What follows belongs to an exercise in optimizing a design on an open flow for small area; a production flow would make more cautious choices.
At most, simulation tests tie the RTL to the original design; equivalence was not proved.

v6:
Design rtype_mc_datapath, start of the top module:
module rtype_mc_datapath #(
    parameter int DATA_W = 32,
    parameter int NREGS  = 32
) (
    input  logic              clk,
    input  logic              reset,
    input  logic              instr_valid,
    output logic              instr_ready,
    input  logic [31:0]       instr,
    output logic [DATA_W-1:0] out,
    output logic [5:0]        op,
    output logic              zero,
    output logic              done,
    output logic              illegal,
    output logic              ovf,
    input  logic [4:0]        dbg_addr,
    output logic [DATA_W-1:0] dbg_data
);
clock: 8.0 ns
lec_check: 0
cap_margin: 5
cell_pad_in_sites_detail_placement: 1
cell_pad_in_sites_global_placement: 2
core_margin: 2
core_utilization: 50
gpl_timing_driven: 0
place_density: 0.6
slew_margin: 5
synth_hierarchical: 1
synth_minimum_keep_size: 0
standard.sh (not shown) runs the stock make flow with config.mk's settings and CLKGATE_MAP_FILE= SYNTH_SCRIPT=/design/flow/synth_recipe.tcl, a recipe that flattens the netlist after the stock synthesis.
==> flow/flow/run.sh <==
#!/bin/bash
# Standard ORFS layout with these changes: ports are buffered with buf_1 (the smallest
# buffer) instead of ORFS's default pick; synthesis buffers are removed at floorplan;
# before repair_design, drivers of nets with 10
# or more loads get drive strength 4 (flow/presize.tcl); CTS uses clkbuf_8 with sink
# clusters of up to 16 flip-flops within 50 um, and no dummy loads.
set -euo pipefail
here=$(pwd)
bash standard.sh synth > synth.log 2>&1
bash standard.sh finish \
  "BUFFER_PORTS_ARGS=-buffer_cell sky130_fd_sc_hd__buf_1" \
  "PRE_RESIZE_TCL=$here/flow/presize.tcl" \
  "REMOVE_ABC_BUFFERS=1" \
  "CTS_ARGS=-sink_clustering_enable -repair_clock_nets -dont_use_dummy_load -buf_list sky130_fd_sc_hd__clkbuf_8 -sink_clustering_size 16 -sink_clustering_max_diameter 50" \
  > layout.log 2>&1
==> flow/flow/presize.tcl <==
# Before repair_design: give each combinational driver of a net with 10 or more loads the
# _4 drive strength of its own cell, so the net needs no slew buffers.
set n_up 0
foreach inst [get_cells *] {
  set master [get_property $inst ref_name]
  if {![regexp {^(sky130_fd_sc_hd__[a-z0-9]+)_([0-9]+)$} $master -> base size]} { continue }
  if {[string match "*df*" $base] || [string match "*buf*" $base] || [string match "*inv*" $base]} { continue }
  if {$size >= 4} { continue }
  set fo 0
  foreach pin [get_pins -of_objects $inst -filter "direction==output"] {
    set net [get_nets -quiet -of_objects $pin]
    if {$net eq ""} { continue }
    set n [llength [get_pins -quiet -of_objects $net -filter "direction==input"]]
    if {$n > $fo} { set fo $n }
  }
  if {$fo < 10} { continue }
  set target [get_lib_cells -quiet */${base}_4]
  if {$target eq ""} { continue }
  replace_cell $inst [get_name $target]
  incr n_up
}
puts "presize: $n_up drivers set to drive strength 4"
For v7, these inputs were changed with respect to v6:
--- a/flow/design.v
+++ b/flow/design.v
@@ -82,26 +82,24 @@
     end
     for (genvar k = 0; k < 31; k++) begin : g_sel
         rf_and2 u(.a(lo[k % 4]), .b(hi[k / 4]), .y(sel[k]));
     end
 endmodule
 module rf_slot (
     input  logic [4:0] r,
     input  logic [4:0] g,
     output logic [4:0] slot,
     output logic       ge
 );
-    logic [5:0] dif;
-    assign dif  = {1'b0, r} - {1'b0, g};
-    assign ge   = ~dif[5];
-    assign slot = dif[5] ? dif[4:0] - 5'd1 : dif[4:0];
+    assign ge   = (r >= g);
+    assign slot = r + ~g + {4'd0, ge};
 endmodule
 module rtype_mc_datapath #(
     parameter int DATA_W = 32,
     parameter int NREGS  = 32
 ) (
     input  logic              clk,
     input  logic              reset,
     input  logic              instr_valid,
     output logic              instr_ready,
     input  logic [31:0]       instr,
     output logic [DATA_W-1:0] out,
@@ -179,39 +177,41 @@
         for (genvar k = 0; k < 31; k++) begin : g_k
             assign d[k] = ring_q[k][b];
         end
         if (b < 5) begin : g_lo
             rf_bitmux_lo u_mux(.sel(sel), .d(d), .xs(uninit), .xd(raddr[b]), .y(word[b]));
         end else begin : g_hi
             rf_bitmux_hi u_mux(.sel(sel), .d(d), .y(word[b]));
         end
     end
     assign dbg_data = word;
     logic [4:0]  kk;
-    logic [6:0]  j0, j1;
+    logic [6:0]  j0;
+    logic [5:0]  pe, po;
     logic [15:0] w_even, w_odd;
     logic        oor0, oor1, fill, m_even, m_odd, bn0, bn1, b0, b1, a0, a1, c1, c2, s0, s1, ins0, ins1, bb0, bb1;
     assign kk     = is_shift ? shamt : 5'd0;
-    assign j0     = is_sll ? ({2'b0, t_inc[3:0], 1'b0} - {2'b0, kk}) : ({2'b0, t_inc[3:0], 1'b0} + {2'b0, kk});
-    assign j1     = is_sll ? ({2'b0, t_inc[3:0], 1'b1} - {2'b0, kk}) : ({2'b0, t_inc[3:0], 1'b1} + {2'b0, kk});
+    assign j0     = {2'b0, t_inc[3:0], 1'b0} + ({7{is_sll}} ^ {2'b0, kk}) + {6'd0, is_sll};
+    assign po     = j0[6:1];
+    assign pe     = po + {5'd0, j0[0]};
     always_comb begin
         for (int i = 0; i < 16; i++) begin
             w_even[i] = word[2 * i];
             w_odd[i]  = word[2 * i + 1];
         end
     end
-    rf_mux16 u_even(.d(w_even), .s(j1[4:1]), .y(m_even));
-    rf_mux16 u_odd(.d(w_odd), .s(j0[4:1]), .y(m_odd));
+    rf_mux16 u_even(.d(w_even), .s(pe[3:0]), .y(m_even));
+    rf_mux16 u_odd(.d(w_odd), .s(po[3:0]), .y(m_odd));
     assign fill   = is_sra & word[31];
-    assign oor0   = j0[6] | j0[5];
-    assign oor1   = j1[6] | j1[5];
+    assign oor0   = po[5] | po[4];
+    assign oor1   = pe[5] | pe[4];
     assign bn0    = oor0 ? fill : (j0[0] ? m_odd : m_even);
     assign bn1    = oor1 ? fill : (j0[0] ? m_even : m_odd);
     assign b0    = b0_q;
     assign b1    = b1_q;
     assign a0    = a_q[0];
     assign a1    = a_q[1];
     assign bb0   = b0 ^ inv_b;
     assign bb1   = b1 ^ inv_b;
     assign s0    = a0 ^ bb0 ^ cy_q;
     assign c1    = (a0 & bb0) | (a0 & cy_q) | (bb0 & cy_q);
     assign s1    = a1 ^ bb1 ^ c1;
[summary]
- Comparing number of signal-net buffers in the layout for v6 and v7, the smaller number came from v6.
- In the flow results for v6 and v7, the worst hold slack is larger on v7.
- Compared with v6, number of clock buffers in the layout in v7 increased slightly.
- Status: register clock-pin slew on the reported worst setup and hold paths parity (v6, v7)
- On post-route met1 wirelength, the higher figure sits with v7, not v6.
- Number of top-level design ports: v7 vs v6 identical
- | v7 | all stages done | FAIL | negative setup slack |
- The die outline area on v7 is in line with that on v6.
- v7 vs v6, timing endpoint of the critical path: dbg_data[26] vs dbg_data[9]
The RTL of v7 was laid out without a check of its function.

## afterwards: timing with drivers on the ports
Ports are ideal in the flow. The routed layouts listed here were re-timed in OpenROAD.
Step 1 assumes that a clkbuf_16 drives the clock port and a buf_2 every other input.
Step 2 also shifts input and output timing later by t, the mid clock arrival at the registers, as if the neighbouring blocks saw the same clock.
Three values: ideal, step 1, step 2; two values: the first two.
run | t, ns | slack for setup (ns) | hold WS [ns] | worst setup path at the end | worst data-port slew with drivers (ns)
v6 | 0.720 | 0.498 / 0.477 / 0.477 | 0.293 / 0.293 / 0.293 | input to output | 0.04
v7 | 0.740 | -0.015 / -0.044 / -0.044 | 0.307 / 0.307 / 0.307 | input to output | 0.05
For v7, which loses most, drivers alone change the setup slack by -0.029 ns; drivers and shift together by -0.029 ns.
